This is an optimization exercise on Yosys and OpenROAD, whose aim is small area and a short achievable clock period, not a production implementation. At most, simulation tests tie the RTL to the original design; equivalence was not proved. No functional check of the RTL was part of run 1.

==> flow/design.v (outline; a module is shown in full before it is edited, if it fits) <==
// module aes_g_nand3: 3 lines
// module aes_g_nand4: 3 lines
// module aes_g_xor2: 3 lines
// module aes_g_xnor2: 3 lines
// module aes_g_nand2: 3 lines
// module aes_g_nor2: 3 lines
// module aes_g_and2: 3 lines
// module aes_g_or2: 3 lines
// module aes_g_inv: 3 lines
// module aes_g_mux2: 3 lines
// module aes_g_mux2i: 3 lines
// module aes_gf4_inv: 22 lines
// module aes_sbox_lane: 237 lines
// module aes_sbox_lane_s: 226 lines
// module aes_mix_column: 264 lines
// module aes_column_mixer: 16 lines
// module aes_round_core: 166 lines
module aes_round_core (
	input logic i_clk,
	input logic i_rst,
	input logic i_valid,
	input logic i_decrypt,
	input logic i_skip_mix,
	input aes_gf_pkg::aes_state_t i_state,
	output logic o_valid,
	output aes_gf_pkg::aes_state_t o_state
);
  // ...
==> flow/flow/run.sh <==
#!/bin/bash
# The standard layout (the standard.sh, all ORFS steps unchanged), except
# that buffer_ports uses buf_1 cells for the input and output port buffers
# instead of the delay buffer it picks by default; repair still resizes them.
set -e
export BUFFER_PORTS_ARGS="-buffer_cell sky130_fd_sc_hd__buf_1"
bash standard.sh > standard.log 2>&1
==> flow/standard.sh <==
#!/bin/bash
# synth_recipe.tcl (not shown) runs the flow's synth.tcl, then flattens the netlist and writes it again
# the make line also repeats each setting of config.mk as NAME=value (left out here)
make -C /OpenROAD-flow-scripts/flow DESIGN_CONFIG=/design/flow/config.mk WORK_HOME=/design/flow/orfs CLKGATE_MAP_FILE= SYNTH_SCRIPT=/design/flow/synth_recipe.tcl "${@:-finish}"
==> flow/config.mk <==
export PLATFORM = sky130hd
export DESIGN_NAME = aes_round_core
export DESIGN_NICKNAME = aes_round_core
export VERILOG_FILES = /design/flow/design.v
export SDC_FILE = /design/flow/constraint.sdc
export NUM_CORES = 4
export LEC_CHECK = 0
export CAP_MARGIN = 20
export CORE_MARGIN = 2
export CORE_UTILIZATION = 40
export SETUP_SLACK_MARGIN = 3.0
export SLEW_MARGIN = 20
export SYNTH_HIERARCHICAL = 1
==> flow/constraint.sdc <==
create_clock -name core_clock -period 5.5 [get_ports {i_clk}]
set_input_delay 1.1000 -clock core_clock [delete_from_list [all_inputs] [get_ports {i_clk}]]
set_output_delay 1.1000 -clock core_clock [all_outputs]
set_load 0.01 [all_outputs]
==> flow_summary.json, run 1 <==
{
  "cp-start-kind": "register",
  "synth-simple-area-share_pct": 9.87,
  "synth_cell_types": 12,
  "slew_violations": 0,
  "ys.warnings.count": 9,
  "routed_wl_um": 89300,
  "nFillCells": 10000,
  "synth_top_family_by_area": "XOR/XNOR gates",
  "setup_viol": 0,
  "hold_path_end": "dec_d[2]",
  "status": "complete, no violations",
  "grt_max_degree": 126,
  "cp_data_required_time_ns": 5.99,
  "synth_area_um2": 41900,
  "dieArea_um2": 107000,
  "clk_latency_ns": 0.63,
  "yosysSeqAreaShare_pct": 28.0,
  "cts_hold_buf": 0,
  "inverters_excl_clock": 82,
  "worst_pin_slew_ns": 0.985,
  "crit_end": "u_lane12.o_q[6]",
  "hold_viol": 0,
  "grt.overflow.total": 0,
  "critPathBufInv": 0,
  "setup.worst_path.end_class": "register",
  "crit_start": "u_lane12.d_r[2]",
  "path_max_fanout": 4,
  "global_route.usage.met2_pct": 25.1,
  "cp.arrival_ns": 2.97,
  "grt_pass1_wl_um": 143000,
  "skew_ns": 0.0305
}
==> module aes_sbox_lane, before the edit <==
module aes_sbox_lane (
	input logic i_clk,
	input logic i_dec_in,
	input logic i_dec_out,
	input aes_gf_pkg::gf_byte_t i_byte_enc,
	input aes_gf_pkg::gf_byte_t i_byte_dec,
	output aes_gf_pkg::gf_byte_t o_byte
);
	logic e0, e1, e2, e3, e4, e5, e6, e7, x0, x1, x2, x3, x4, x5, x6, x7, dec_in, dec_out;
	assign {e7, e6, e5, e4, e3, e2, e1, e0} = i_byte_enc;
	assign {x7, x6, x5, x4, x3, x2, x1, x0} = i_byte_dec;
	assign dec_in = i_dec_in;
	assign dec_out = i_dec_out;
	logic [7:0] in_q;
	logic [3:0] a_r;
	logic [3:0] b_r;
	logic [3:0] d_r;
	logic [7:0] o_q;
	logic n1, n2, n3, n4, n5, n6, n7, n8, n9, n10, n11, n12, n13, n14, n15, n16, n17, n18, n19, n20, n21, n22, n23, n24, n25, n26, n27, n28, n29, n30, n31, n32, n33, n34, n35, n36, n37, n38, n39, n40, n41, n42, n43, n44, n45, n46, n47, n48, n49, n50, n51, n52, n53, n54, n55, n56, n57, n58, n59, n60, n61, n62, n63, n64, n65, n66, n67, n68, n69, n70, n71, n72, n73, n74, n75, n76, n77, n78, n79, n80, n81, n82, n83, n84, n85, n86, n87, n88, n89, n90, n91, n92, n93, n94, n95, n96, n97, n98, n99, n100, n101, n102, n103, n104, n105, n106, n107, n108, n109, n110, n111, n112, n113, n114, n115, n116, n117, n118, n119, n120, n121, n122, n123, n124, n125, n126, n127, n128, n129, n130, n131, n132, n133, n134, n135, n136, n137, n138, n139, n140, n141, n142, n143, n144, n145, n146, n147, n148, n149, n150, n151, n152, n153, n154, n156, n157, n158, n160, n161, n162, n163, n164, n165, n166, n167, n168, n169, n171, n173, n175, n176, n177, n178, n180, n182, n184, n185, n186, n187, n188, n189, n190, n191, n192, n193;
	aes_g_xor2 u_n1 (.a(e7), .b(e5), .y(n1));
	aes_g_xor2 u_n2 (.a(e6), .b(e0), .y(n2));
	aes_g_xnor2 u_n3 (.a(e5), .b(n2), .y(n3));
	aes_g_xor2 u_n4 (.a(e4), .b(n3), .y(n4));
	aes_g_xor2 u_n5 (.a(e3), .b(e0), .y(n5));
	aes_g_xnor2 u_n6 (.a(e7), .b(e4), .y(n6));
	aes_g_xor2 u_n7 (.a(e2), .b(n1), .y(n7));
	aes_g_xor2 u_n8 (.a(e1), .b(n2), .y(n8));
	aes_g_xor2 u_n9 (.a(e3), .b(n8), .y(n9));
	aes_g_xnor2 u_n10 (.a(n7), .b(n8), .y(n10));
	aes_g_xor2 u_n11 (.a(e1), .b(n3), .y(n11));
	aes_g_xnor2 u_n12 (.a(n1), .b(n2), .y(n12));
	aes_g_xor2 u_n13 (.a(e1), .b(n6), .y(n13));
	aes_g_xor2 u_n14 (.a(n13), .b(n5), .y(n14));
	aes_g_inv u_n15 (.a(e0), .y(n15));
	aes_g_xnor2 u_n16 (.a(e2), .b(n9), .y(n16));
	aes_g_xor2 u_n17 (.a(x7), .b(x5), .y(n17));
	aes_g_xnor2 u_n18 (.a(x7), .b(x4), .y(n18));
	aes_g_xor2 u_n19 (.a(x6), .b(x0), .y(n19));
	aes_g_xnor2 u_n20 (.a(x5), .b(n19), .y(n20));
	aes_g_xor2 u_n21 (.a(x4), .b(n20), .y(n21));
	aes_g_xor2 u_n22 (.a(x3), .b(x0), .y(n22));
	aes_g_xor2 u_n23 (.a(x2), .b(n17), .y(n23));
	aes_g_xor2 u_n24 (.a(x1), .b(n19), .y(n24));
	aes_g_xor2 u_n25 (.a(x3), .b(n24), .y(n25));
	aes_g_xor2 u_n26 (.a(x4), .b(n24), .y(n26));
	aes_g_xor2 u_n27 (.a(x6), .b(x4), .y(n27));
	aes_g_xnor2 u_n28 (.a(x6), .b(n18), .y(n28));
	aes_g_xor2 u_n29 (.a(x4), .b(n22), .y(n29));
	aes_g_xor2 u_n30 (.a(x1), .b(n21), .y(n30));
	aes_g_mux2i u_n31 (.s(dec_in), .a1(n18), .a0(n10), .y(n31));
	aes_g_mux2i u_n32 (.s(dec_in), .a1(n26), .a0(n4), .y(n32));
	aes_g_mux2i u_n33 (.s(dec_in), .a1(n27), .a0(n11), .y(n33));
	aes_g_mux2i u_n34 (.s(dec_in), .a1(n25), .a0(n12), .y(n34));
	aes_g_mux2i u_n35 (.s(dec_in), .a1(n28), .a0(n14), .y(n35));
	aes_g_mux2i u_n36 (.s(dec_in), .a1(n23), .a0(n15), .y(n36));
	aes_g_mux2i u_n37 (.s(dec_in), .a1(n29), .a0(n3), .y(n37));
	aes_g_mux2i u_n38 (.s(dec_in), .a1(n30), .a0(n16), .y(n38));
	aes_g_xor2 u_n39 (.a(in_q[7]), .b(in_q[5]), .y(n39));
	aes_g_xor2 u_n40 (.a(in_q[6]), .b(in_q[4]), .y(n40));
	aes_g_xor2 u_n41 (.a(in_q[7]), .b(in_q[6]), .y(n41));
	aes_g_xor2 u_n42 (.a(in_q[5]), .b(in_q[4]), .y(n42));
	aes_g_xor2 u_n43 (.a(n39), .b(n40), .y(n43));
	aes_g_xor2 u_n44 (.a(in_q[3]), .b(in_q[1]), .y(n44));
	aes_g_xor2 u_n45 (.a(in_q[2]), .b(in_q[0]), .y(n45));
	aes_g_xor2 u_n46 (.a(in_q[3]), .b(in_q[2]), .y(n46));
	aes_g_xor2 u_n47 (.a(in_q[1]), .b(in_q[0]), .y(n47));
	aes_g_xor2 u_n48 (.a(n44), .b(n45), .y(n48));
	aes_g_nand2 u_n49 (.a(n41), .b(n46), .y(n49));
	aes_g_nand2 u_n50 (.a(n40), .b(n45), .y(n50));
	aes_g_nand2 u_n51 (.a(n43), .b(n48), .y(n51));
	aes_g_nor2 u_n52 (.a(n40), .b(n45), .y(n52));
	aes_g_nand2 u_n53 (.a(in_q[7]), .b(in_q[3]), .y(n53));
	aes_g_xor2 u_n54 (.a(n52), .b(n53), .y(n54));
	aes_g_xor2 u_n55 (.a(n49), .b(n51), .y(n55));
	aes_g_xor2 u_n56 (.a(n54), .b(n55), .y(n56));
	aes_g_nor2 u_n57 (.a(n39), .b(n44), .y(n57));
	aes_g_nand2 u_n58 (.a(in_q[6]), .b(in_q[2]), .y(n58));
	aes_g_xor2 u_n59 (.a(n57), .b(n58), .y(n59));
	aes_g_xor2 u_n60 (.a(n49), .b(n50), .y(n60));
	aes_g_xor2 u_n61 (.a(n59), .b(n60), .y(n61));
	aes_g_nor2 u_n62 (.a(n42), .b(n47), .y(n62));
	aes_g_nand2 u_n63 (.a(in_q[5]), .b(in_q[1]), .y(n63));
	aes_g_xor2 u_n64 (.a(n62), .b(n63), .y(n64));
	aes_g_xor2 u_n65 (.a(n50), .b(n51), .y(n65));
	aes_g_xor2 u_n66 (.a(n64), .b(n65), .y(n66));
	aes_g_nor2 u_n67 (.a(in_q[4]), .b(in_q[0]), .y(n67));
	aes_g_nand2 u_n68 (.a(n42), .b(n47), .y(n68));
	aes_g_xor2 u_n69 (.a(n67), .b(n68), .y(n69));
	aes_g_nand2 u_n70 (.a(n39), .b(n44), .y(n70));
	aes_g_xor2 u_n71 (.a(n70), .b(n50), .y(n71));
	aes_g_xor2 u_n72 (.a(n69), .b(n71), .y(n72));
	aes_g_inv u_n73 (.a(n56), .y(n73));
	aes_g_inv u_n74 (.a(n61), .y(n74));
	aes_g_inv u_n75 (.a(n66), .y(n75));
	aes_g_inv u_n76 (.a(n72), .y(n76));
	aes_g_nand3 u_n77 (.a(n56), .b(n61), .c(n66), .y(n77));
	aes_g_nand2 u_n78 (.a(n75), .b(n72), .y(n78));
	aes_g_nand2 u_n79 (.a(n56), .b(n72), .y(n79));
	aes_g_nand4 u_n80 (.a(n73), .b(n74), .c(n66), .d(n76), .y(n80));
	aes_g_nand4 u_n81 (.a(n77), .b(n78), .c(n79), .d(n80), .y(n81));
	aes_g_nand2 u_n82 (.a(n66), .b(n72), .y(n82));
	aes_g_nand3 u_n83 (.a(n73), .b(n61), .c(n66), .y(n83));
	aes_g_nand3 u_n84 (.a(n56), .b(n74), .c(n66), .y(n84));
	aes_g_nand2 u_n85 (.a(n74), .b(n72), .y(n85));
	aes_g_nand4 u_n86 (.a(n82), .b(n83), .c(n84), .d(n85), .y(n86));
	aes_g_nand2 u_n87 (.a(n61), .b(n66), .y(n87));
	aes_g_nand3 u_n88 (.a(n56), .b(n66), .c(n72), .y(n88));
	aes_g_nand4 u_n89 (.a(n56), .b(n74), .c(n75), .d(n76), .y(n89));
	aes_g_nand2 u_n90 (.a(n73), .b(n61), .y(n90));
	aes_g_nand4 u_n91 (.a(n87), .b(n88), .c(n89), .d(n90), .y(n91));
	aes_g_nand2 u_n92 (.a(n56), .b(n61), .y(n92));
	aes_g_nand3 u_n93 (.a(n56), .b(n66), .c(n76), .y(n93));
	aes_g_nand2 u_n94 (.a(n61), .b(n76), .y(n94));
	aes_g_nand3 u_n95 (.a(n56), .b(n75), .c(n72), .y(n95));
	aes_g_nand4 u_n96 (.a(n92), .b(n93), .c(n94), .d(n95), .y(n96));
	aes_g_xor2 u_n97 (.a(a_r[3]), .b(a_r[1]), .y(n97));
	aes_g_xor2 u_n98 (.a(a_r[2]), .b(a_r[0]), .y(n98));
	aes_g_xor2 u_n99 (.a(a_r[3]), .b(a_r[2]), .y(n99));
	aes_g_xor2 u_n100 (.a(a_r[1]), .b(a_r[0]), .y(n100));
	aes_g_xor2 u_n101 (.a(n97), .b(n98), .y(n101));
	aes_g_xor2 u_n102 (.a(b_r[3]), .b(b_r[1]), .y(n102));
	aes_g_xor2 u_n103 (.a(b_r[2]), .b(b_r[0]), .y(n103));
	aes_g_xor2 u_n104 (.a(b_r[3]), .b(b_r[2]), .y(n104));
	aes_g_xor2 u_n105 (.a(b_r[1]), .b(b_r[0]), .y(n105));
	aes_g_xor2 u_n106 (.a(n102), .b(n103), .y(n106));
	aes_g_xor2 u_n107 (.a(d_r[3]), .b(d_r[1]), .y(n107));
	aes_g_xor2 u_n108 (.a(d_r[2]), .b(d_r[0]), .y(n108));
	aes_g_xor2 u_n109 (.a(d_r[3]), .b(d_r[2]), .y(n109));
	aes_g_xor2 u_n110 (.a(d_r[1]), .b(d_r[0]), .y(n110));
	aes_g_xor2 u_n111 (.a(n107), .b(n108), .y(n111));
	aes_g_nand2 u_n112 (.a(n109), .b(n104), .y(n112));
	aes_g_nand2 u_n113 (.a(d_r[3]), .b(b_r[3]), .y(n113));
	aes_g_xor2 u_n114 (.a(n113), .b(n112), .y(n114));
	aes_g_nand2 u_n115 (.a(d_r[2]), .b(b_r[2]), .y(n115));
	aes_g_xor2 u_n116 (.a(n115), .b(n112), .y(n116));
	aes_g_nand2 u_n117 (.a(n110), .b(n105), .y(n117));
	aes_g_nand2 u_n118 (.a(d_r[1]), .b(b_r[1]), .y(n118));
	aes_g_xor2 u_n119 (.a(n118), .b(n117), .y(n119));
	aes_g_nand2 u_n120 (.a(d_r[0]), .b(b_r[0]), .y(n120));
	aes_g_xor2 u_n121 (.a(n120), .b(n117), .y(n121));
	aes_g_nand2 u_n122 (.a(n108), .b(n103), .y(n122));
	aes_g_nand2 u_n123 (.a(n111), .b(n106), .y(n123));
	aes_g_xor2 u_n124 (.a(n123), .b(n122), .y(n124));
	aes_g_nand2 u_n125 (.a(n107), .b(n102), .y(n125));
	aes_g_xor2 u_n126 (.a(n125), .b(n122), .y(n126));
	aes_g_nand2 u_n127 (.a(n109), .b(n99), .y(n127));
	aes_g_nand2 u_n128 (.a(d_r[3]), .b(a_r[3]), .y(n128));
	aes_g_xor2 u_n129 (.a(n128), .b(n127), .y(n129));
	aes_g_nand2 u_n130 (.a(d_r[2]), .b(a_r[2]), .y(n130));
	aes_g_xor2 u_n131 (.a(n130), .b(n127), .y(n131));
	aes_g_nand2 u_n132 (.a(n110), .b(n100), .y(n132));
	aes_g_nand2 u_n133 (.a(d_r[1]), .b(a_r[1]), .y(n133));
	aes_g_xor2 u_n134 (.a(n133), .b(n132), .y(n134));
	aes_g_nand2 u_n135 (.a(d_r[0]), .b(a_r[0]), .y(n135));
	aes_g_xor2 u_n136 (.a(n135), .b(n132), .y(n136));
	aes_g_nand2 u_n137 (.a(n108), .b(n98), .y(n137));
	aes_g_nand2 u_n138 (.a(n111), .b(n101), .y(n138));
	aes_g_xor2 u_n139 (.a(n138), .b(n137), .y(n139));
	aes_g_nand2 u_n140 (.a(n107), .b(n97), .y(n140));
	aes_g_xor2 u_n141 (.a(n140), .b(n137), .y(n141));
	aes_g_xor2 u_n142 (.a(n119), .b(n124), .y(n142));
	aes_g_xor2 u_n143 (.a(n129), .b(n139), .y(n143));
	aes_g_xor2 u_n144 (.a(n142), .b(n143), .y(n144));
	aes_g_xnor2 u_n145 (.a(n142), .b(n143), .y(n145));
	aes_g_xor2 u_n146 (.a(n114), .b(n124), .y(n146));
	aes_g_xor2 u_n147 (.a(n143), .b(n146), .y(n147));
	aes_g_xor2 u_n148 (.a(n116), .b(n126), .y(n148));
	aes_g_xor2 u_n149 (.a(n136), .b(n141), .y(n149));
	aes_g_xor2 u_n150 (.a(n148), .b(n149), .y(n150));
	aes_g_xor2 u_n151 (.a(n114), .b(n119), .y(n151));
	aes_g_xor2 u_n152 (.a(n143), .b(n151), .y(n152));
	aes_g_xnor2 u_n153 (.a(n143), .b(n151), .y(n153));
	aes_g_xor2 u_n154 (.a(n116), .b(n121), .y(n154));
	aes_g_xnor2 u_n156 (.a(n154), .b(n152), .y(n156));
	aes_g_xor2 u_n157 (.a(n131), .b(n136), .y(n157));
	aes_g_xor2 u_n158 (.a(n148), .b(n157), .y(n158));
	aes_g_xnor2 u_n160 (.a(n144), .b(n158), .y(n160));
	aes_g_xor2 u_n161 (.a(n121), .b(n126), .y(n161));
	aes_g_xor2 u_n162 (.a(n134), .b(n139), .y(n162));
	aes_g_xor2 u_n163 (.a(n142), .b(n161), .y(n163));
	aes_g_xor2 u_n164 (.a(n162), .b(n163), .y(n164));
	aes_g_xor2 u_n165 (.a(n154), .b(n162), .y(n165));
	aes_g_xor2 u_n166 (.a(n161), .b(n162), .y(n166));
	aes_g_xnor2 u_n167 (.a(n161), .b(n162), .y(n167));
	aes_g_xor2 u_n168 (.a(n129), .b(n134), .y(n168));
	aes_g_xor2 u_n169 (.a(n150), .b(n151), .y(n169));
	aes_g_xnor2 u_n171 (.a(n168), .b(n169), .y(n171));
	aes_g_xnor2 u_n173 (.a(n152), .b(n158), .y(n173));
	aes_g_xnor2 u_n175 (.a(n148), .b(n162), .y(n175));
	aes_g_xor2 u_n176 (.a(n131), .b(n141), .y(n176));
	aes_g_xor2 u_n177 (.a(n142), .b(n154), .y(n177));
	aes_g_xor2 u_n178 (.a(n168), .b(n176), .y(n178));
	aes_g_xnor2 u_n180 (.a(n177), .b(n178), .y(n180));
	aes_g_xnor2 u_n182 (.a(n151), .b(n166), .y(n182));
	aes_g_xnor2 u_n184 (.a(n142), .b(n162), .y(n184));
	aes_g_xnor2 u_n185 (.a(n131), .b(n141), .y(n185));
	aes_g_mux2i u_n186 (.s(dec_out), .a1(n167), .a0(n145), .y(n186));
	aes_g_mux2i u_n187 (.s(dec_out), .a1(n171), .a0(n147), .y(n187));
	aes_g_mux2i u_n188 (.s(dec_out), .a1(n173), .a0(n150), .y(n188));
	aes_g_mux2i u_n189 (.s(dec_out), .a1(n175), .a0(n153), .y(n189));
	aes_g_mux2i u_n190 (.s(dec_out), .a1(n180), .a0(n156), .y(n190));
	aes_g_mux2i u_n191 (.s(dec_out), .a1(n182), .a0(n160), .y(n191));
	aes_g_mux2i u_n192 (.s(dec_out), .a1(n184), .a0(n164), .y(n192));
	aes_g_mux2i u_n193 (.s(dec_out), .a1(n185), .a0(n165), .y(n193));
	always_ff @(posedge i_clk)
	begin
		in_q[7] <= n31;
		in_q[6] <= n32;
		in_q[5] <= n33;
		in_q[4] <= n34;
		in_q[3] <= n35;
		in_q[2] <= n36;
		in_q[1] <= n37;
		in_q[0] <= n38;
		a_r[3] <= in_q[7];
		a_r[2] <= in_q[6];
		a_r[1] <= in_q[5];
		a_r[0] <= in_q[4];
		b_r[3] <= in_q[3];
		b_r[2] <= in_q[2];
		b_r[1] <= in_q[1];
		b_r[0] <= in_q[0];
		d_r[3] <= n81;
		d_r[2] <= n86;
		d_r[1] <= n91;
		d_r[0] <= n96;
		o_q[7] <= n186;
		o_q[6] <= n187;
		o_q[5] <= n188;
		o_q[4] <= n189;
		o_q[3] <= n190;
		o_q[2] <= n191;
		o_q[1] <= n192;
		o_q[0] <= n193;
	end
	assign o_byte = {o_q[7], o_q[6], o_q[5], o_q[4], o_q[3], o_q[2], o_q[1], o_q[0]};
endmodule
==> run 2: changes to the inputs <==
--- a/flow/design.v
+++ b/flow/design.v
@@ -60,6 +60,28 @@
 			default: o = 4'd0;
 		endcase
 endmodule
+module aes_gf4_inv_all (input logic [3:0] i, output logic [4:0] o);
+	always_comb
+		case (i)
+			4'd0: o = 5'd0;
+			4'd1: o = 5'd24;
+			4'd2: o = 5'd17;
+			4'd3: o = 5'd9;
+			4'd4: o = 5'd6;
+			4'd5: o = 5'd20;
+			4'd6: o = 5'd15;
+			4'd7: o = 5'd12;
+			4'd8: o = 5'd5;
+			4'd9: o = 5'd27;
+			4'd10: o = 5'd10;
+			4'd11: o = 5'd29;
+			4'd12: o = 5'd3;
+			4'd13: o = 5'd18;
+			4'd14: o = 5'd23;
+			4'd15: o = 5'd30;
+			default: o = 5'd0;
+		endcase
+endmodule
 module aes_sbox_lane (
 	input logic i_clk,
 	input logic i_dec_in,
@@ -76,9 +98,10 @@
 	logic [7:0] in_q;
 	logic [3:0] a_r;
 	logic [3:0] b_r;
+	logic [2:0] all_r;
 	logic [3:0] d_r;
 	logic [7:0] o_q;
-	logic n1, n2, n3, n4, n5, n6, n7, n8, n9, n10, n11, n12, n13, n14, n15, n16, n17, n18, n19, n20, n21, n22, n23, n24, n25, n26, n27, n28, n29, n30, n31, n32, n33, n34, n35, n36, n37, n38, n39, n40, n41, n42, n43, n44, n45, n46, n47, n48, n49, n50, n51, n52, n53, n54, n55, n56, n57, n58, n59, n60, n61, n62, n63, n64, n65, n66, n67, n68, n69, n70, n71, n72, n73, n74, n75, n76, n77, n78, n79, n80, n81, n82, n83, n84, n85, n86, n87, n88, n89, n90, n91, n92, n93, n94, n95, n96, n97, n98, n99, n100, n101, n102, n103, n104, n105, n106, n107, n108, n109, n110, n111, n112, n113, n114, n115, n116, n117, n118, n119, n120, n121, n122, n123, n124, n125, n126, n127, n128, n129, n130, n131, n132, n133, n134, n135, n136, n137, n138, n139, n140, n141, n142, n143, n144, n145, n146, n147, n148, n149, n150, n151, n152, n153, n154, n156, n157, n158, n160, n161, n162, n163, n164, n165, n166, n167, n168, n169, n171, n173, n175, n176, n177, n178, n180, n182, n184, n185, n186, n187, n188, n189, n190, n191, n192, n193;
+	logic n1, n2, n3, n4, n5, n6, n7, n8, n9, n10, n11, n12, n13, n14, n15, n16, n17, n18, n19, n20, n21, n22, n23, n24, n25, n26, n27, n28, n29, n30, n31, n32, n33, n34, n35, n36, n37, n38, n39, n40, n41, n42, n43, n44, n45, n46, n47, n48, n49, n50, n51, n52, n53, n54, n55, n56, n57, n58, n59, n60, n61, n62, n63, n64, n65, n66, n67, n68, n69, n70, n71, n72, n73, n74, n75, n76, n77, n78, n79, n80, n81, n82, n83, n84, n85, n86, n87, n88, n89, n90, n91, n92, n93, n94, n95, n96, n97, n98, n99, n100, n101, n102, n103, n104, n105, n106, n107, n108, n109, n110, n111, n112, n113, n114, n115, n116, n117, n118, n119, n120, n121, n122, n123, n124, n125, n126, n127, n128, n129, n130, n131, n132, n133, n134, n135, n136, n137, n138, n139, n140, n141, n142, n143, n144, n145, n146, n147, n148, n149, n150, n151, n152, n153, n154, n155, n156, n158, n159, n160, n162, n163, n164, n165, n166, n167, n168, n169, n170, n171, n173, n175, n177, n178, n179, n180, n182, n184, n186, n187, n188, n189, n190, n191, n192, n193, n194, n195;
 	aes_g_xor2 u_n1 (.a(e7), .b(e5), .y(n1));
 	aes_g_xor2 u_n2 (.a(e6), .b(e0), .y(n2));
 	aes_g_xnor2 u_n3 (.a(e5), .b(n2), .y(n3));
@@ -175,95 +198,97 @@
 	aes_g_nand2 u_n94 (.a(n61), .b(n76), .y(n94));
 	aes_g_nand3 u_n95 (.a(n56), .b(n75), .c(n72), .y(n95));
 	aes_g_nand4 u_n96 (.a(n92), .b(n93), .c(n94), .d(n95), .y(n96));
-	aes_g_xor2 u_n97 (.a(a_r[3]), .b(a_r[1]), .y(n97));
-	aes_g_xor2 u_n98 (.a(a_r[2]), .b(a_r[0]), .y(n98));
-	aes_g_xor2 u_n99 (.a(a_r[3]), .b(a_r[2]), .y(n99));
-	aes_g_xor2 u_n100 (.a(a_r[1]), .b(a_r[0]), .y(n100));
-	aes_g_xor2 u_n101 (.a(n97), .b(n98), .y(n101));
-	aes_g_xor2 u_n102 (.a(b_r[3]), .b(b_r[1]), .y(n102));
-	aes_g_xor2 u_n103 (.a(b_r[2]), .b(b_r[0]), .y(n103));
-	aes_g_xor2 u_n104 (.a(b_r[3]), .b(b_r[2]), .y(n104));
-	aes_g_xor2 u_n105 (.a(b_r[1]), .b(b_r[0]), .y(n105));
-	aes_g_xor2 u_n106 (.a(n102), .b(n103), .y(n106));
-	aes_g_xor2 u_n107 (.a(d_r[3]), .b(d_r[1]), .y(n107));
-	aes_g_xor2 u_n108 (.a(d_r[2]), .b(d_r[0]), .y(n108));
-	aes_g_xor2 u_n109 (.a(d_r[3]), .b(d_r[2]), .y(n109));
-	aes_g_xor2 u_n110 (.a(d_r[1]), .b(d_r[0]), .y(n110));
-	aes_g_xor2 u_n111 (.a(n107), .b(n108), .y(n111));
-	aes_g_nand2 u_n112 (.a(n109), .b(n104), .y(n112));
-	aes_g_nand2 u_n113 (.a(d_r[3]), .b(b_r[3]), .y(n113));
-	aes_g_xor2 u_n114 (.a(n113), .b(n112), .y(n114));
-	aes_g_nand2 u_n115 (.a(d_r[2]), .b(b_r[2]), .y(n115));
-	aes_g_xor2 u_n116 (.a(n115), .b(n112), .y(n116));
-	aes_g_nand2 u_n117 (.a(n110), .b(n105), .y(n117));
-	aes_g_nand2 u_n118 (.a(d_r[1]), .b(b_r[1]), .y(n118));
-	aes_g_xor2 u_n119 (.a(n118), .b(n117), .y(n119));
-	aes_g_nand2 u_n120 (.a(d_r[0]), .b(b_r[0]), .y(n120));
-	aes_g_xor2 u_n121 (.a(n120), .b(n117), .y(n121));
-	aes_g_nand2 u_n122 (.a(n108), .b(n103), .y(n122));
-	aes_g_nand2 u_n123 (.a(n111), .b(n106), .y(n123));
-	aes_g_xor2 u_n124 (.a(n123), .b(n122), .y(n124));
-	aes_g_nand2 u_n125 (.a(n107), .b(n102), .y(n125));
-	aes_g_xor2 u_n126 (.a(n125), .b(n122), .y(n126));
-	aes_g_nand2 u_n127 (.a(n109), .b(n99), .y(n127));
-	aes_g_nand2 u_n128 (.a(d_r[3]), .b(a_r[3]), .y(n128));
-	aes_g_xor2 u_n129 (.a(n128), .b(n127), .y(n129));
-	aes_g_nand2 u_n130 (.a(d_r[2]), .b(a_r[2]), .y(n130));
-	aes_g_xor2 u_n131 (.a(n130), .b(n127), .y(n131));
-	aes_g_nand2 u_n132 (.a(n110), .b(n100), .y(n132));
-	aes_g_nand2 u_n133 (.a(d_r[1]), .b(a_r[1]), .y(n133));
-	aes_g_xor2 u_n134 (.a(n133), .b(n132), .y(n134));
-	aes_g_nand2 u_n135 (.a(d_r[0]), .b(a_r[0]), .y(n135));
-	aes_g_xor2 u_n136 (.a(n135), .b(n132), .y(n136));
-	aes_g_nand2 u_n137 (.a(n108), .b(n98), .y(n137));
-	aes_g_nand2 u_n138 (.a(n111), .b(n101), .y(n138));
-	aes_g_xor2 u_n139 (.a(n138), .b(n137), .y(n139));
-	aes_g_nand2 u_n140 (.a(n107), .b(n97), .y(n140));
-	aes_g_xor2 u_n141 (.a(n140), .b(n137), .y(n141));
-	aes_g_xor2 u_n142 (.a(n119), .b(n124), .y(n142));
-	aes_g_xor2 u_n143 (.a(n129), .b(n139), .y(n143));
-	aes_g_xor2 u_n144 (.a(n142), .b(n143), .y(n144));
-	aes_g_xnor2 u_n145 (.a(n142), .b(n143), .y(n145));
-	aes_g_xor2 u_n146 (.a(n114), .b(n124), .y(n146));
-	aes_g_xor2 u_n147 (.a(n143), .b(n146), .y(n147));
+	aes_g_nand3 u_n97 (.a(n74), .b(n66), .c(n72), .y(n97));
+	aes_g_nand3 u_n98 (.a(n73), .b(n66), .c(n76), .y(n98));
+	aes_g_nand3 u_n99 (.a(n56), .b(n74), .c(n75), .y(n99));
+	aes_g_nand3 u_n100 (.a(n56), .b(n61), .c(n76), .y(n100));
+	aes_g_nand4 u_n101 (.a(n97), .b(n98), .c(n99), .d(n100), .y(n101));
+	aes_g_xor2 u_n102 (.a(a_r[3]), .b(a_r[1]), .y(n102));
+	aes_g_xor2 u_n103 (.a(a_r[2]), .b(a_r[0]), .y(n103));
+	aes_g_xor2 u_n104 (.a(a_r[3]), .b(a_r[2]), .y(n104));
+	aes_g_xor2 u_n105 (.a(a_r[1]), .b(a_r[0]), .y(n105));
+	aes_g_xor2 u_n106 (.a(b_r[3]), .b(b_r[1]), .y(n106));
+	aes_g_xor2 u_n107 (.a(b_r[2]), .b(b_r[0]), .y(n107));
+	aes_g_xor2 u_n108 (.a(b_r[3]), .b(b_r[2]), .y(n108));
+	aes_g_xor2 u_n109 (.a(b_r[1]), .b(b_r[0]), .y(n109));
+	aes_g_xor2 u_n110 (.a(d_r[3]), .b(d_r[1]), .y(n110));
+	aes_g_xor2 u_n111 (.a(d_r[2]), .b(d_r[0]), .y(n111));
+	aes_g_xor2 u_n112 (.a(d_r[3]), .b(d_r[2]), .y(n112));
+	aes_g_xor2 u_n113 (.a(d_r[1]), .b(d_r[0]), .y(n113));
+	aes_g_nand2 u_n114 (.a(n112), .b(n108), .y(n114));
+	aes_g_nand2 u_n115 (.a(d_r[3]), .b(b_r[3]), .y(n115));
+	aes_g_xor2 u_n116 (.a(n115), .b(n114), .y(n116));
+	aes_g_nand2 u_n117 (.a(d_r[2]), .b(b_r[2]), .y(n117));
+	aes_g_xor2 u_n118 (.a(n117), .b(n114), .y(n118));
+	aes_g_nand2 u_n119 (.a(n113), .b(n109), .y(n119));
+	aes_g_nand2 u_n120 (.a(d_r[1]), .b(b_r[1]), .y(n120));
+	aes_g_xor2 u_n121 (.a(n120), .b(n119), .y(n121));
+	aes_g_nand2 u_n122 (.a(d_r[0]), .b(b_r[0]), .y(n122));
+	aes_g_xor2 u_n123 (.a(n122), .b(n119), .y(n123));
+	aes_g_nand2 u_n124 (.a(n111), .b(n107), .y(n124));
+	aes_g_nand2 u_n125 (.a(all_r[0]), .b(all_r[1]), .y(n125));
+	aes_g_xor2 u_n126 (.a(n125), .b(n124), .y(n126));
+	aes_g_nand2 u_n127 (.a(n110), .b(n106), .y(n127));
+	aes_g_xor2 u_n128 (.a(n127), .b(n124), .y(n128));
+	aes_g_nand2 u_n129 (.a(n112), .b(n104), .y(n129));
+	aes_g_nand2 u_n130 (.a(d_r[3]), .b(a_r[3]), .y(n130));
+	aes_g_xor2 u_n131 (.a(n130), .b(n129), .y(n131));
+	aes_g_nand2 u_n132 (.a(d_r[2]), .b(a_r[2]), .y(n132));
+	aes_g_xor2 u_n133 (.a(n132), .b(n129), .y(n133));
+	aes_g_nand2 u_n134 (.a(n113), .b(n105), .y(n134));
+	aes_g_nand2 u_n135 (.a(d_r[1]), .b(a_r[1]), .y(n135));
+	aes_g_xor2 u_n136 (.a(n135), .b(n134), .y(n136));
+	aes_g_nand2 u_n137 (.a(d_r[0]), .b(a_r[0]), .y(n137));
+	aes_g_xor2 u_n138 (.a(n137), .b(n134), .y(n138));
+	aes_g_nand2 u_n139 (.a(n111), .b(n103), .y(n139));
+	aes_g_nand2 u_n140 (.a(all_r[0]), .b(all_r[2]), .y(n140));
+	aes_g_xor2 u_n141 (.a(n140), .b(n139), .y(n141));
+	aes_g_nand2 u_n142 (.a(n110), .b(n102), .y(n142));
+	aes_g_xor2 u_n143 (.a(n142), .b(n139), .y(n143));
+	aes_g_xor2 u_n144 (.a(n121), .b(n126), .y(n144));
+	aes_g_xor2 u_n145 (.a(n131), .b(n141), .y(n145));
+	aes_g_xor2 u_n146 (.a(n144), .b(n145), .y(n146));
+	aes_g_xnor2 u_n147 (.a(n144), .b(n145), .y(n147));
 	aes_g_xor2 u_n148 (.a(n116), .b(n126), .y(n148));
-	aes_g_xor2 u_n149 (.a(n136), .b(n141), .y(n149));
-	aes_g_xor2 u_n150 (.a(n148), .b(n149), .y(n150));
-	aes_g_xor2 u_n151 (.a(n114), .b(n119), .y(n151));
-	aes_g_xor2 u_n152 (.a(n143), .b(n151), .y(n152));
-	aes_g_xnor2 u_n153 (.a(n143), .b(n151), .y(n153));
-	aes_g_xor2 u_n154 (.a(n116), .b(n121), .y(n154));
-	aes_g_xnor2 u_n156 (.a(n154), .b(n152), .y(n156));
-	aes_g_xor2 u_n157 (.a(n131), .b(n136), .y(n157));
-	aes_g_xor2 u_n158 (.a(n148), .b(n157), .y(n158));
-	aes_g_xnor2 u_n160 (.a(n144), .b(n158), .y(n160));
-	aes_g_xor2 u_n161 (.a(n121), .b(n126), .y(n161));
-	aes_g_xor2 u_n162 (.a(n134), .b(n139), .y(n162));
-	aes_g_xor2 u_n163 (.a(n142), .b(n161), .y(n163));
-	aes_g_xor2 u_n164 (.a(n162), .b(n163), .y(n164));
-	aes_g_xor2 u_n165 (.a(n154), .b(n162), .y(n165));
-	aes_g_xor2 u_n166 (.a(n161), .b(n162), .y(n166));
-	aes_g_xnor2 u_n167 (.a(n161), .b(n162), .y(n167));
-	aes_g_xor2 u_n168 (.a(n129), .b(n134), .y(n168));
-	aes_g_xor2 u_n169 (.a(n150), .b(n151), .y(n169));
-	aes_g_xnor2 u_n171 (.a(n168), .b(n169), .y(n171));
-	aes_g_xnor2 u_n173 (.a(n152), .b(n158), .y(n173));
-	aes_g_xnor2 u_n175 (.a(n148), .b(n162), .y(n175));
-	aes_g_xor2 u_n176 (.a(n131), .b(n141), .y(n176));
-	aes_g_xor2 u_n177 (.a(n142), .b(n154), .y(n177));
-	aes_g_xor2 u_n178 (.a(n168), .b(n176), .y(n178));
-	aes_g_xnor2 u_n180 (.a(n177), .b(n178), .y(n180));
-	aes_g_xnor2 u_n182 (.a(n151), .b(n166), .y(n182));
-	aes_g_xnor2 u_n184 (.a(n142), .b(n162), .y(n184));
-	aes_g_xnor2 u_n185 (.a(n131), .b(n141), .y(n185));
-	aes_g_mux2i u_n186 (.s(dec_out), .a1(n167), .a0(n145), .y(n186));
-	aes_g_mux2i u_n187 (.s(dec_out), .a1(n171), .a0(n147), .y(n187));
-	aes_g_mux2i u_n188 (.s(dec_out), .a1(n173), .a0(n150), .y(n188));
-	aes_g_mux2i u_n189 (.s(dec_out), .a1(n175), .a0(n153), .y(n189));
-	aes_g_mux2i u_n190 (.s(dec_out), .a1(n180), .a0(n156), .y(n190));
-	aes_g_mux2i u_n191 (.s(dec_out), .a1(n182), .a0(n160), .y(n191));
-	aes_g_mux2i u_n192 (.s(dec_out), .a1(n184), .a0(n164), .y(n192));
-	aes_g_mux2i u_n193 (.s(dec_out), .a1(n185), .a0(n165), .y(n193));
+	aes_g_xor2 u_n149 (.a(n145), .b(n148), .y(n149));
+	aes_g_xor2 u_n150 (.a(n118), .b(n128), .y(n150));
+	aes_g_xor2 u_n151 (.a(n138), .b(n143), .y(n151));
+	aes_g_xor2 u_n152 (.a(n150), .b(n151), .y(n152));
+	aes_g_xor2 u_n153 (.a(n116), .b(n121), .y(n153));
+	aes_g_xor2 u_n154 (.a(n145), .b(n153), .y(n154));
+	aes_g_xnor2 u_n155 (.a(n145), .b(n153), .y(n155));
+	aes_g_xor2 u_n156 (.a(n118), .b(n123), .y(n156));
+	aes_g_xnor2 u_n158 (.a(n156), .b(n154), .y(n158));
+	aes_g_xor2 u_n159 (.a(n133), .b(n138), .y(n159));
+	aes_g_xor2 u_n160 (.a(n150), .b(n159), .y(n160));
+	aes_g_xnor2 u_n162 (.a(n146), .b(n160), .y(n162));
+	aes_g_xor2 u_n163 (.a(n123), .b(n128), .y(n163));
+	aes_g_xor2 u_n164 (.a(n136), .b(n141), .y(n164));
+	aes_g_xor2 u_n165 (.a(n144), .b(n163), .y(n165));
+	aes_g_xor2 u_n166 (.a(n164), .b(n165), .y(n166));
+	aes_g_xor2 u_n167 (.a(n156), .b(n164), .y(n167));
+	aes_g_xor2 u_n168 (.a(n163), .b(n164), .y(n168));
+	aes_g_xnor2 u_n169 (.a(n163), .b(n164), .y(n169));
+	aes_g_xor2 u_n170 (.a(n131), .b(n136), .y(n170));
+	aes_g_xor2 u_n171 (.a(n152), .b(n153), .y(n171));
+	aes_g_xnor2 u_n173 (.a(n170), .b(n171), .y(n173));
+	aes_g_xnor2 u_n175 (.a(n154), .b(n160), .y(n175));
+	aes_g_xnor2 u_n177 (.a(n150), .b(n164), .y(n177));
+	aes_g_xor2 u_n178 (.a(n133), .b(n143), .y(n178));
+	aes_g_xor2 u_n179 (.a(n144), .b(n156), .y(n179));
+	aes_g_xor2 u_n180 (.a(n170), .b(n178), .y(n180));
+	aes_g_xnor2 u_n182 (.a(n179), .b(n180), .y(n182));
+	aes_g_xnor2 u_n184 (.a(n153), .b(n168), .y(n184));
+	aes_g_xnor2 u_n186 (.a(n144), .b(n164), .y(n186));
+	aes_g_xnor2 u_n187 (.a(n133), .b(n143), .y(n187));
+	aes_g_mux2i u_n188 (.s(dec_out), .a1(n169), .a0(n147), .y(n188));
+	aes_g_mux2i u_n189 (.s(dec_out), .a1(n173), .a0(n149), .y(n189));
+	aes_g_mux2i u_n190 (.s(dec_out), .a1(n175), .a0(n152), .y(n190));
+	aes_g_mux2i u_n191 (.s(dec_out), .a1(n177), .a0(n155), .y(n191));
+	aes_g_mux2i u_n192 (.s(dec_out), .a1(n182), .a0(n158), .y(n192));
+	aes_g_mux2i u_n193 (.s(dec_out), .a1(n184), .a0(n162), .y(n193));
+	aes_g_mux2i u_n194 (.s(dec_out), .a1(n186), .a0(n166), .y(n194));
+	aes_g_mux2i u_n195 (.s(dec_out), .a1(n187), .a0(n167), .y(n195));
 	always_ff @(posedge i_clk)
 	begin
 		in_q[7] <= n31;
@@ -282,18 +307,21 @@
 		b_r[2] <= in_q[2];
 		b_r[1] <= in_q[1];
 		b_r[0] <= in_q[0];
+		all_r[2] <= n43;
+		all_r[1] <= n48;
+		all_r[0] <= n101;
 		d_r[3] <= n81;
 		d_r[2] <= n86;
 		d_r[1] <= n91;
 		d_r[0] <= n96;
-		o_q[7] <= n186;
-		o_q[6] <= n187;
-		o_q[5] <= n188;
-		o_q[4] <= n189;
-		o_q[3] <= n190;
-		o_q[2] <= n191;
-		o_q[1] <= n192;
-		o_q[0] <= n193;
+		o_q[7] <= n188;
+		o_q[6] <= n189;
+		o_q[5] <= n190;
+		o_q[4] <= n191;
+		o_q[3] <= n192;
+		o_q[2] <= n193;
+		o_q[1] <= n194;
+		o_q[0] <= n195;
 	end
 	assign o_byte = {o_q[7], o_q[6], o_q[5], o_q[4], o_q[3], o_q[2], o_q[1], o_q[0]};
 endmodule
@@ -311,9 +339,10 @@
 	logic [7:0] in_q;
 	logic [3:0] a_r;
 	logic [3:0] b_r;
+	logic [2:0] all_r;
 	logic [3:0] d_r;
 	logic [7:0] o_q;
-	logic n1, n2, n3, n4, n5, n6, n7, n8, n9, n10, n11, n12, n13, n14, n15, n16, n17, n18, n19, n20, n21, n22, n23, n24, n25, n26, n27, n28, n29, n30, n31, n32, n33, n34, n35, n36, n37, n38, n39, n40, n41, n42, n43, n44, n45, n46, n47, n48, n49, n50, n51, n52, n53, n54, n55, n56, n57, n58, n59, n60, n61, n62, n63, n64, n65, n66, n67, n68, n69, n70, n71, n72, n73, n74, n75, n76, n77, n78, n79, n80, n81, n82, n83, n84, n85, n86, n87, n88, n89, n90, n91, n92, n93, n94, n95, n96, n97, n98, n99, n100, n101, n102, n103, n104, n105, n106, n107, n108, n109, n110, n111, n112, n113, n114, n115, n116, n117, n118, n119, n120, n121, n122, n123, n124, n125, n126, n127, n128, n129, n130, n131, n132, n133, n134, n135, n136, n137, n138, n139, n140, n141, n142, n143, n144, n145, n147, n148, n149, n151, n152, n153, n154, n155, n156, n157, n158, n159, n160, n162, n164, n166, n167, n168, n169, n171, n173, n175, n176, n177, n178, n179, n180, n181, n182, n183, n184;
+	logic n1, n2, n3, n4, n5, n6, n7, n8, n9, n10, n11, n12, n13, n14, n15, n16, n17, n18, n19, n20, n21, n22, n23, n24, n25, n26, n27, n28, n29, n30, n31, n32, n33, n34, n35, n36, n37, n38, n39, n40, n41, n42, n43, n44, n45, n46, n47, n48, n49, n50, n51, n52, n53, n54, n55, n56, n57, n58, n59, n60, n61, n62, n63, n64, n65, n66, n67, n68, n69, n70, n71, n72, n73, n74, n75, n76, n77, n78, n79, n80, n81, n82, n83, n84, n85, n86, n87, n88, n89, n90, n91, n92, n93, n94, n95, n96, n97, n98, n99, n100, n101, n102, n103, n104, n105, n106, n107, n108, n109, n110, n111, n112, n113, n114, n115, n116, n117, n118, n119, n120, n121, n122, n123, n124, n125, n126, n127, n128, n129, n130, n131, n132, n133, n134, n135, n136, n137, n138, n139, n140, n141, n142, n143, n144, n145, n146, n147, n149, n150, n151, n153, n154, n155, n156, n157, n158, n159, n160, n161, n162, n164, n166, n168, n169, n170, n171, n173, n175, n177, n178, n179, n180, n181, n182, n183, n184, n185, n186;
 	aes_g_xor2 u_n1 (.a(e7), .b(e5), .y(n1));
 	aes_g_xor2 u_n2 (.a(e6), .b(e0), .y(n2));
 	aes_g_xnor2 u_n3 (.a(e5), .b(n2), .y(n3));
@@ -401,95 +430,97 @@
 	aes_g_nand2 u_n85 (.a(n52), .b(n67), .y(n85));
 	aes_g_nand3 u_n86 (.a(n47), .b(n66), .c(n63), .y(n86));
 	aes_g_nand4 u_n87 (.a(n83), .b(n84), .c(n85), .d(n86), .y(n87));
-	aes_g_xor2 u_n88 (.a(a_r[3]), .b(a_r[1]), .y(n88));
-	aes_g_xor2 u_n89 (.a(a_r[2]), .b(a_r[0]), .y(n89));
-	aes_g_xor2 u_n90 (.a(a_r[3]), .b(a_r[2]), .y(n90));
-	aes_g_xor2 u_n91 (.a(a_r[1]), .b(a_r[0]), .y(n91));
-	aes_g_xor2 u_n92 (.a(n88), .b(n89), .y(n92));
-	aes_g_xor2 u_n93 (.a(b_r[3]), .b(b_r[1]), .y(n93));
-	aes_g_xor2 u_n94 (.a(b_r[2]), .b(b_r[0]), .y(n94));
-	aes_g_xor2 u_n95 (.a(b_r[3]), .b(b_r[2]), .y(n95));
-	aes_g_xor2 u_n96 (.a(b_r[1]), .b(b_r[0]), .y(n96));
-	aes_g_xor2 u_n97 (.a(n93), .b(n94), .y(n97));
-	aes_g_xor2 u_n98 (.a(d_r[3]), .b(d_r[1]), .y(n98));
-	aes_g_xor2 u_n99 (.a(d_r[2]), .b(d_r[0]), .y(n99));
-	aes_g_xor2 u_n100 (.a(d_r[3]), .b(d_r[2]), .y(n100));
-	aes_g_xor2 u_n101 (.a(d_r[1]), .b(d_r[0]), .y(n101));
-	aes_g_xor2 u_n102 (.a(n98), .b(n99), .y(n102));
-	aes_g_nand2 u_n103 (.a(n100), .b(n95), .y(n103));
-	aes_g_nand2 u_n104 (.a(d_r[3]), .b(b_r[3]), .y(n104));
-	aes_g_xor2 u_n105 (.a(n104), .b(n103), .y(n105));
-	aes_g_nand2 u_n106 (.a(d_r[2]), .b(b_r[2]), .y(n106));
-	aes_g_xor2 u_n107 (.a(n106), .b(n103), .y(n107));
-	aes_g_nand2 u_n108 (.a(n101), .b(n96), .y(n108));
-	aes_g_nand2 u_n109 (.a(d_r[1]), .b(b_r[1]), .y(n109));
-	aes_g_xor2 u_n110 (.a(n109), .b(n108), .y(n110));
-	aes_g_nand2 u_n111 (.a(d_r[0]), .b(b_r[0]), .y(n111));
-	aes_g_xor2 u_n112 (.a(n111), .b(n108), .y(n112));
-	aes_g_nand2 u_n113 (.a(n99), .b(n94), .y(n113));
-	aes_g_nand2 u_n114 (.a(n102), .b(n97), .y(n114));
-	aes_g_xor2 u_n115 (.a(n114), .b(n113), .y(n115));
-	aes_g_nand2 u_n116 (.a(n98), .b(n93), .y(n116));
-	aes_g_xor2 u_n117 (.a(n116), .b(n113), .y(n117));
-	aes_g_nand2 u_n118 (.a(n100), .b(n90), .y(n118));
-	aes_g_nand2 u_n119 (.a(d_r[3]), .b(a_r[3]), .y(n119));
-	aes_g_xor2 u_n120 (.a(n119), .b(n118), .y(n120));
-	aes_g_nand2 u_n121 (.a(d_r[2]), .b(a_r[2]), .y(n121));
-	aes_g_xor2 u_n122 (.a(n121), .b(n118), .y(n122));
-	aes_g_nand2 u_n123 (.a(n101), .b(n91), .y(n123));
-	aes_g_nand2 u_n124 (.a(d_r[1]), .b(a_r[1]), .y(n124));
-	aes_g_xor2 u_n125 (.a(n124), .b(n123), .y(n125));
-	aes_g_nand2 u_n126 (.a(d_r[0]), .b(a_r[0]), .y(n126));
-	aes_g_xor2 u_n127 (.a(n126), .b(n123), .y(n127));
-	aes_g_nand2 u_n128 (.a(n99), .b(n89), .y(n128));
-	aes_g_nand2 u_n129 (.a(n102), .b(n92), .y(n129));
-	aes_g_xor2 u_n130 (.a(n129), .b(n128), .y(n130));
-	aes_g_nand2 u_n131 (.a(n98), .b(n88), .y(n131));
-	aes_g_xor2 u_n132 (.a(n131), .b(n128), .y(n132));
-	aes_g_xor2 u_n133 (.a(n110), .b(n115), .y(n133));
-	aes_g_xor2 u_n134 (.a(n120), .b(n130), .y(n134));
-	aes_g_xor2 u_n135 (.a(n133), .b(n134), .y(n135));
-	aes_g_xnor2 u_n136 (.a(n133), .b(n134), .y(n136));
-	aes_g_xor2 u_n137 (.a(n105), .b(n115), .y(n137));
-	aes_g_xor2 u_n138 (.a(n134), .b(n137), .y(n138));
+	aes_g_nand3 u_n88 (.a(n65), .b(n57), .c(n63), .y(n88));
+	aes_g_nand3 u_n89 (.a(n64), .b(n57), .c(n67), .y(n89));
+	aes_g_nand3 u_n90 (.a(n47), .b(n65), .c(n66), .y(n90));
+	aes_g_nand3 u_n91 (.a(n47), .b(n52), .c(n67), .y(n91));
+	aes_g_nand4 u_n92 (.a(n88), .b(n89), .c(n90), .d(n91), .y(n92));
+	aes_g_xor2 u_n93 (.a(a_r[3]), .b(a_r[1]), .y(n93));
+	aes_g_xor2 u_n94 (.a(a_r[2]), .b(a_r[0]), .y(n94));
+	aes_g_xor2 u_n95 (.a(a_r[3]), .b(a_r[2]), .y(n95));
+	aes_g_xor2 u_n96 (.a(a_r[1]), .b(a_r[0]), .y(n96));
+	aes_g_xor2 u_n97 (.a(b_r[3]), .b(b_r[1]), .y(n97));
+	aes_g_xor2 u_n98 (.a(b_r[2]), .b(b_r[0]), .y(n98));
+	aes_g_xor2 u_n99 (.a(b_r[3]), .b(b_r[2]), .y(n99));
+	aes_g_xor2 u_n100 (.a(b_r[1]), .b(b_r[0]), .y(n100));
+	aes_g_xor2 u_n101 (.a(d_r[3]), .b(d_r[1]), .y(n101));
+	aes_g_xor2 u_n102 (.a(d_r[2]), .b(d_r[0]), .y(n102));
+	aes_g_xor2 u_n103 (.a(d_r[3]), .b(d_r[2]), .y(n103));
+	aes_g_xor2 u_n104 (.a(d_r[1]), .b(d_r[0]), .y(n104));
+	aes_g_nand2 u_n105 (.a(n103), .b(n99), .y(n105));
+	aes_g_nand2 u_n106 (.a(d_r[3]), .b(b_r[3]), .y(n106));
+	aes_g_xor2 u_n107 (.a(n106), .b(n105), .y(n107));
+	aes_g_nand2 u_n108 (.a(d_r[2]), .b(b_r[2]), .y(n108));
+	aes_g_xor2 u_n109 (.a(n108), .b(n105), .y(n109));
+	aes_g_nand2 u_n110 (.a(n104), .b(n100), .y(n110));
+	aes_g_nand2 u_n111 (.a(d_r[1]), .b(b_r[1]), .y(n111));
+	aes_g_xor2 u_n112 (.a(n111), .b(n110), .y(n112));
+	aes_g_nand2 u_n113 (.a(d_r[0]), .b(b_r[0]), .y(n113));
+	aes_g_xor2 u_n114 (.a(n113), .b(n110), .y(n114));
+	aes_g_nand2 u_n115 (.a(n102), .b(n98), .y(n115));
+	aes_g_nand2 u_n116 (.a(all_r[0]), .b(all_r[1]), .y(n116));
+	aes_g_xor2 u_n117 (.a(n116), .b(n115), .y(n117));
+	aes_g_nand2 u_n118 (.a(n101), .b(n97), .y(n118));
+	aes_g_xor2 u_n119 (.a(n118), .b(n115), .y(n119));
+	aes_g_nand2 u_n120 (.a(n103), .b(n95), .y(n120));
+	aes_g_nand2 u_n121 (.a(d_r[3]), .b(a_r[3]), .y(n121));
+	aes_g_xor2 u_n122 (.a(n121), .b(n120), .y(n122));
+	aes_g_nand2 u_n123 (.a(d_r[2]), .b(a_r[2]), .y(n123));
+	aes_g_xor2 u_n124 (.a(n123), .b(n120), .y(n124));
+	aes_g_nand2 u_n125 (.a(n104), .b(n96), .y(n125));
+	aes_g_nand2 u_n126 (.a(d_r[1]), .b(a_r[1]), .y(n126));
+	aes_g_xor2 u_n127 (.a(n126), .b(n125), .y(n127));
+	aes_g_nand2 u_n128 (.a(d_r[0]), .b(a_r[0]), .y(n128));
+	aes_g_xor2 u_n129 (.a(n128), .b(n125), .y(n129));
+	aes_g_nand2 u_n130 (.a(n102), .b(n94), .y(n130));
+	aes_g_nand2 u_n131 (.a(all_r[0]), .b(all_r[2]), .y(n131));
+	aes_g_xor2 u_n132 (.a(n131), .b(n130), .y(n132));
+	aes_g_nand2 u_n133 (.a(n101), .b(n93), .y(n133));
+	aes_g_xor2 u_n134 (.a(n133), .b(n130), .y(n134));
+	aes_g_xor2 u_n135 (.a(n112), .b(n117), .y(n135));
+	aes_g_xor2 u_n136 (.a(n122), .b(n132), .y(n136));
+	aes_g_xor2 u_n137 (.a(n135), .b(n136), .y(n137));
+	aes_g_xnor2 u_n138 (.a(n135), .b(n136), .y(n138));
 	aes_g_xor2 u_n139 (.a(n107), .b(n117), .y(n139));
-	aes_g_xor2 u_n140 (.a(n127), .b(n132), .y(n140));
-	aes_g_xor2 u_n141 (.a(n139), .b(n140), .y(n141));
-	aes_g_xor2 u_n142 (.a(n105), .b(n110), .y(n142));
-	aes_g_xor2 u_n143 (.a(n134), .b(n142), .y(n143));
-	aes_g_xnor2 u_n144 (.a(n134), .b(n142), .y(n144));
-	aes_g_xor2 u_n145 (.a(n107), .b(n112), .y(n145));
-	aes_g_xnor2 u_n147 (.a(n145), .b(n143), .y(n147));
-	aes_g_xor2 u_n148 (.a(n122), .b(n127), .y(n148));
-	aes_g_xor2 u_n149 (.a(n139), .b(n148), .y(n149));
-	aes_g_xnor2 u_n151 (.a(n135), .b(n149), .y(n151));
-	aes_g_xor2 u_n152 (.a(n112), .b(n117), .y(n152));
-	aes_g_xor2 u_n153 (.a(n125), .b(n130), .y(n153));
-	aes_g_xor2 u_n154 (.a(n133), .b(n152), .y(n154));
-	aes_g_xor2 u_n155 (.a(n153), .b(n154), .y(n155));
-	aes_g_xor2 u_n156 (.a(n145), .b(n153), .y(n156));
-	aes_g_xor2 u_n157 (.a(n152), .b(n153), .y(n157));
-	aes_g_xnor2 u_n158 (.a(n152), .b(n153), .y(n158));
-	aes_g_xor2 u_n159 (.a(n120), .b(n125), .y(n159));
-	aes_g_xor2 u_n160 (.a(n141), .b(n142), .y(n160));
-	aes_g_xnor2 u_n162 (.a(n159), .b(n160), .y(n162));
-	aes_g_xnor2 u_n164 (.a(n143), .b(n149), .y(n164));
-	aes_g_xnor2 u_n166 (.a(n139), .b(n153), .y(n166));
-	aes_g_xor2 u_n167 (.a(n122), .b(n132), .y(n167));
-	aes_g_xor2 u_n168 (.a(n133), .b(n145), .y(n168));
-	aes_g_xor2 u_n169 (.a(n159), .b(n167), .y(n169));
-	aes_g_xnor2 u_n171 (.a(n168), .b(n169), .y(n171));
-	aes_g_xnor2 u_n173 (.a(n142), .b(n157), .y(n173));
-	aes_g_xnor2 u_n175 (.a(n133), .b(n153), .y(n175));
-	aes_g_xnor2 u_n176 (.a(n122), .b(n132), .y(n176));
-	aes_g_mux2i u_n177 (.s(dec_out), .a1(n158), .a0(n136), .y(n177));
-	aes_g_mux2i u_n178 (.s(dec_out), .a1(n162), .a0(n138), .y(n178));
-	aes_g_mux2i u_n179 (.s(dec_out), .a1(n164), .a0(n141), .y(n179));
-	aes_g_mux2i u_n180 (.s(dec_out), .a1(n166), .a0(n144), .y(n180));
-	aes_g_mux2i u_n181 (.s(dec_out), .a1(n171), .a0(n147), .y(n181));
-	aes_g_mux2i u_n182 (.s(dec_out), .a1(n173), .a0(n151), .y(n182));
-	aes_g_mux2i u_n183 (.s(dec_out), .a1(n175), .a0(n155), .y(n183));
-	aes_g_mux2i u_n184 (.s(dec_out), .a1(n176), .a0(n156), .y(n184));
+	aes_g_xor2 u_n140 (.a(n136), .b(n139), .y(n140));
+	aes_g_xor2 u_n141 (.a(n109), .b(n119), .y(n141));
+	aes_g_xor2 u_n142 (.a(n129), .b(n134), .y(n142));
+	aes_g_xor2 u_n143 (.a(n141), .b(n142), .y(n143));
+	aes_g_xor2 u_n144 (.a(n107), .b(n112), .y(n144));
+	aes_g_xor2 u_n145 (.a(n136), .b(n144), .y(n145));
+	aes_g_xnor2 u_n146 (.a(n136), .b(n144), .y(n146));
+	aes_g_xor2 u_n147 (.a(n109), .b(n114), .y(n147));
+	aes_g_xnor2 u_n149 (.a(n147), .b(n145), .y(n149));
+	aes_g_xor2 u_n150 (.a(n124), .b(n129), .y(n150));
+	aes_g_xor2 u_n151 (.a(n141), .b(n150), .y(n151));
+	aes_g_xnor2 u_n153 (.a(n137), .b(n151), .y(n153));
+	aes_g_xor2 u_n154 (.a(n114), .b(n119), .y(n154));
+	aes_g_xor2 u_n155 (.a(n127), .b(n132), .y(n155));
+	aes_g_xor2 u_n156 (.a(n135), .b(n154), .y(n156));
+	aes_g_xor2 u_n157 (.a(n155), .b(n156), .y(n157));
+	aes_g_xor2 u_n158 (.a(n147), .b(n155), .y(n158));
+	aes_g_xor2 u_n159 (.a(n154), .b(n155), .y(n159));
+	aes_g_xnor2 u_n160 (.a(n154), .b(n155), .y(n160));
+	aes_g_xor2 u_n161 (.a(n122), .b(n127), .y(n161));
+	aes_g_xor2 u_n162 (.a(n143), .b(n144), .y(n162));
+	aes_g_xnor2 u_n164 (.a(n161), .b(n162), .y(n164));
+	aes_g_xnor2 u_n166 (.a(n145), .b(n151), .y(n166));
+	aes_g_xnor2 u_n168 (.a(n141), .b(n155), .y(n168));
+	aes_g_xor2 u_n169 (.a(n124), .b(n134), .y(n169));
+	aes_g_xor2 u_n170 (.a(n135), .b(n147), .y(n170));
+	aes_g_xor2 u_n171 (.a(n161), .b(n169), .y(n171));
+	aes_g_xnor2 u_n173 (.a(n170), .b(n171), .y(n173));
+	aes_g_xnor2 u_n175 (.a(n144), .b(n159), .y(n175));
+	aes_g_xnor2 u_n177 (.a(n135), .b(n155), .y(n177));
+	aes_g_xnor2 u_n178 (.a(n124), .b(n134), .y(n178));
+	aes_g_mux2i u_n179 (.s(dec_out), .a1(n160), .a0(n138), .y(n179));
+	aes_g_mux2i u_n180 (.s(dec_out), .a1(n164), .a0(n140), .y(n180));
+	aes_g_mux2i u_n181 (.s(dec_out), .a1(n166), .a0(n143), .y(n181));
+	aes_g_mux2i u_n182 (.s(dec_out), .a1(n168), .a0(n146), .y(n182));
+	aes_g_mux2i u_n183 (.s(dec_out), .a1(n173), .a0(n149), .y(n183));
+	aes_g_mux2i u_n184 (.s(dec_out), .a1(n175), .a0(n153), .y(n184));
+	aes_g_mux2i u_n185 (.s(dec_out), .a1(n177), .a0(n157), .y(n185));
+	aes_g_mux2i u_n186 (.s(dec_out), .a1(n178), .a0(n158), .y(n186));
 	always_ff @(posedge i_clk)
 	begin
 		in_q[7] <= n22;
@@ -508,18 +539,21 @@
 		b_r[2] <= in_q[2];
 		b_r[1] <= in_q[1];
 		b_r[0] <= in_q[0];
+		all_r[2] <= n34;
+		all_r[1] <= n39;
+		all_r[0] <= n92;
 		d_r[3] <= n72;
 		d_r[2] <= n77;
 		d_r[1] <= n82;
 		d_r[0] <= n87;
-		o_q[7] <= n177;
-		o_q[6] <= n178;
-		o_q[5] <= n179;
-		o_q[4] <= n180;
-		o_q[3] <= n181;
-		o_q[2] <= n182;
-		o_q[1] <= n183;
-		o_q[0] <= n184;
+		o_q[7] <= n179;
+		o_q[6] <= n180;
+		o_q[5] <= n181;
+		o_q[4] <= n182;
+		o_q[3] <= n183;
+		o_q[2] <= n184;
+		o_q[1] <= n185;
+		o_q[0] <= n186;
 	end
 	assign o_byte = {o_q[7], o_q[6], o_q[5], o_q[4], o_q[3], o_q[2], o_q[1], o_q[0]};
 endmodule
--- a/flow/config.mk
+++ b/flow/config.mk
@@ -5,9 +5,9 @@
 export SDC_FILE = /design/flow/constraint.sdc
 export NUM_CORES = 4
 export LEC_CHECK = 0
-export CAP_MARGIN = 20
+export CAP_MARGIN = 10
 export CORE_MARGIN = 2
 export CORE_UTILIZATION = 40
 export SETUP_SLACK_MARGIN = 3.0
-export SLEW_MARGIN = 20
+export SLEW_MARGIN = 10
 export SYNTH_HIERARCHICAL = 1
==> flow_summary.json, run 2 <==
{
  "status": "complete, no violations",
  "cts.path.max_buffers": 3,
  "vias": 28800,
  "crit_start": "u_lane11.d_r[2]",
  "initial_core_util_pct": 40.2,
  "final-seq-area_um2": 12700,
  "clk_latency_ns": 0.65,
  "max_freq_ghz": 0.411,
  "gp_congestion": 0.856,
  "critical_path_class": "reg2reg",
  "path_clk_slew_ns": 0.06,
  "drive_above_1_share_pct": 5.31,
  "grt_max_degree": 67,
  "ys.warnings.count": 9,
  "die_w_um": 331,
  "clkSinkCount": 634,
  "synth-edff-count": 0,
  "maxCapViolations": 0,
  "io_pins": 262,
  "hold_viol": 0,
  "firstDrtPassIters": 5,
  "routed_wl_um": 91600,
  "synthTopCellsByCount": "1924 x xor2_1, 736 x nand2_1, 634 x dfxtp_1",
  "nFillCells": 10300,
  "grt_pass1_vias": 28400,
  "synth-async-reset-ratio_pct": 0,
  "layout_common_cells": "1832 x xor2_1, 736 x nand2_1, 633 x dfxtp_1, 560 x xnor2_1, 260 x buf_1",
  "largest_reg_flops": 128,
  "h-tree-depth": 3,
  "worst_pin_slew_ns": 1.09,
  "skew_ns": 0.0206,
  "grt_pass1_wl_um": 147000,
  "cp-start-kind": "register",
  "drtIter0Drc": 1326,
  "busiest_layer": "met2",
  "final_antenna_net_count": 0,
  "slew_headroom_pct": 27.4,
  "numCtsBuffers": 77,
  "io_buffers": 261,
  "rsz0062_at_grt": "yes",
  "fp.dieH_um": 331,
  "global_route.usage.met2_pct": 28.3,
  "cp_data_required_time_ns": 5.99,
  "dpl_cell_area_um2": 44700,
  "track_usage_pct": 16.3,
  "dpl.hpwl_um": 71500,
  "timing.setup.tns_ns": 0,
  "synth.avg_cell_area_um2": 9.19,
  "cts-root-buf": "clkbuf_16",
  "synthTopCellsByArea": "xor2_1 39%, dfxtp_1 30%, xnor2_1 11%",
  "cp.arrival_ns": 2.93,
  "grtUsageMet3_pct": 2.19,
  "slew_violations": 0,
  "grt.overflow.total": 0,
  "dieArea_um2": 110000,
  "fp.coreArea_um2": 107000,
  "yosysTopAreaCell": "xor2_1",
  "setup.worst_path.end_class": "register",
  "yosysSeqAreaShare_pct": 29.6,
  "setup_viol": 0,
  "holdCritStartpoint": "dec_d[1]",
  "antennaDiodeCount": 0,
  "synth_cell_types": 12,
  "cts_hold_buf": 0,
  "path_max_fanout": 5,
  "stdcell_area_um2": 48300,
  "cts_tree": "built",
  "final_common_cell": "xor2_1",
  "synth_area_um2": 42800
}
[run 2: cell count changes after synthesis]
cell | before | now
nand3_1 | 96 | 160
nand4_1 | 96 | 112
xor2_1 | 1972 | 1924
dfxtp_1 | 586 | 634
[run 2: layer usage]
layer	part of all wire, %	wire length (um)
met5	0	0
met4	2.5	2260
met3	3.1	2830
met2	48	44300
met1	46	42200
[run 2: final timing paths]
| kind | end | cells past startpoint | slack (ns) |
|---|---|---|---|
| setup / recovery | u_lane11.o_q[3] | 7 | 3.07 |
| hold / removal | dec_d[2] | 0 | 0.32 |
| setup reg to reg | u_lane11.o_q[3] | 7 | 3.07 |
| hold reg to reg | dec_d[2] | 0 | 0.32 |
[run 2: Yosys stat by module (local to each module, per instance), a selection]
module | cells inside | flip-flops and latches | cell area [um2]
aes_sbox_lane_s | 31 | 31 | 621
aes_sbox_lane | 31 | 31 | 621
aes_g_inv | 1 | 0 | 3.75
aes_g_nand2 | 1 | 0 | 3.75
aes_round_core | 143 | 138 | 2790
aes_g_nand4 | 1 | 0 | 6.26
aes_g_nand3 | 1 | 0 | 5.00
aes_g_nor2 | 1 | 0 | 3.75
aes_g_xor2 | 1 | 0 | 8.76
aes_g_and2 | 1 | 0 | 6.26
aes_mix_column | 64 | 0 | 520
aes_g_xnor2 | 1 | 0 | 8.76
aes_g_mux2i | 1 | 0 | 10.0
[run 2: layout make-up]
| class | count | area share, % |
|---|---|---|
| clock inverter | 40 | 1.17 |
| timing repair buffer | 295 | 2.60 |
| multi-input combinational | 3820 | 61.2 |
| inverter | 81 | 0.637 |
| clock buffer | 101 | 4.49 |
| tap | 1403 | 3.63 |
| sequential | 634 | 26.3 |
[run 2: through the flow]
step | util (%) | hold WS [ns] | std cells | setup WS, ns
2_1_floorplan | - | 0.309 | 4663 | 2.91
5_1_grt | 45.3 | 0.327 | 6374 | 2.94
3_5_place_dp | 41.9 | 0.312 | 6205 | 2.53
6_report | 45.3 | 0.324 | 6374 | 3.07
3_3_place_gp | 41.9 | 0.310 | 6205 | 2.61
4_1_cts | 44.6 | 0.325 | 6346 | 3.01
[run 2: kinds of logic (layout without fill, tap and decap cells)]
logic type | Yosys count | after routing | share of synthesized area (%)
flip-flops | 634 | 634 | 29.6
XOR/XNOR | 2484 | 2484 | 50.8
buffers and inverters | 209 | 517 | 2.95
AND/OR/NAND/NOR | 1080 | 1080 | 10.6
multiplexers | 256 | 256 | 5.98
[run 2: timing repair]
item | in CTS | in global routing
gates resized for setup | 13 | 84
setup endpoints to repair | 52 | 182
setup buffers | 0 | 28
pin swaps | 0 | 17
[run 2: critical path, stage by stage, from the launching register on]
cell and delay [ns]:
dfxtp_1 0.42, xor2_1 0.25, nand2_1 0.15, xor2_1 0.37, xor2_1 0.55, xor2_1 0.30
xnor2_1 0.16, mux2i_1 0.10

[static timing again, ports no longer ideal]
In the flow no input, the clock included, has a driving cell. The finished layouts below were timed again as built, in two steps.
Step 1, drivers: a clkbuf_16 drives i_clk and a buf_2 each remaining input, both assumed.
Step 2 also shifts input and output timing later by t, the mid clock arrival at the registers, as if the neighbouring blocks saw the same clock.
a / b / c = no drivers / after step 1 / after step 2; a / b = the first two.
| run | t, ns | setup WS [ns] | hold slack, ns |
|---|---|---|---|
| run 1 | 0.679 | 3.022 / 3.001 / 2.838 | 0.325 / 0.325 / 0.325 |
| run 2 | 0.704 | 3.066 / 3.066 / 2.584 | 0.324 / 0.324 / 0.324 |
After both steps every run listed still meets setup and hold. The setup slack of run 2, which loses most, moves by 0.000 ns with the drivers and by -0.482 ns with both steps.
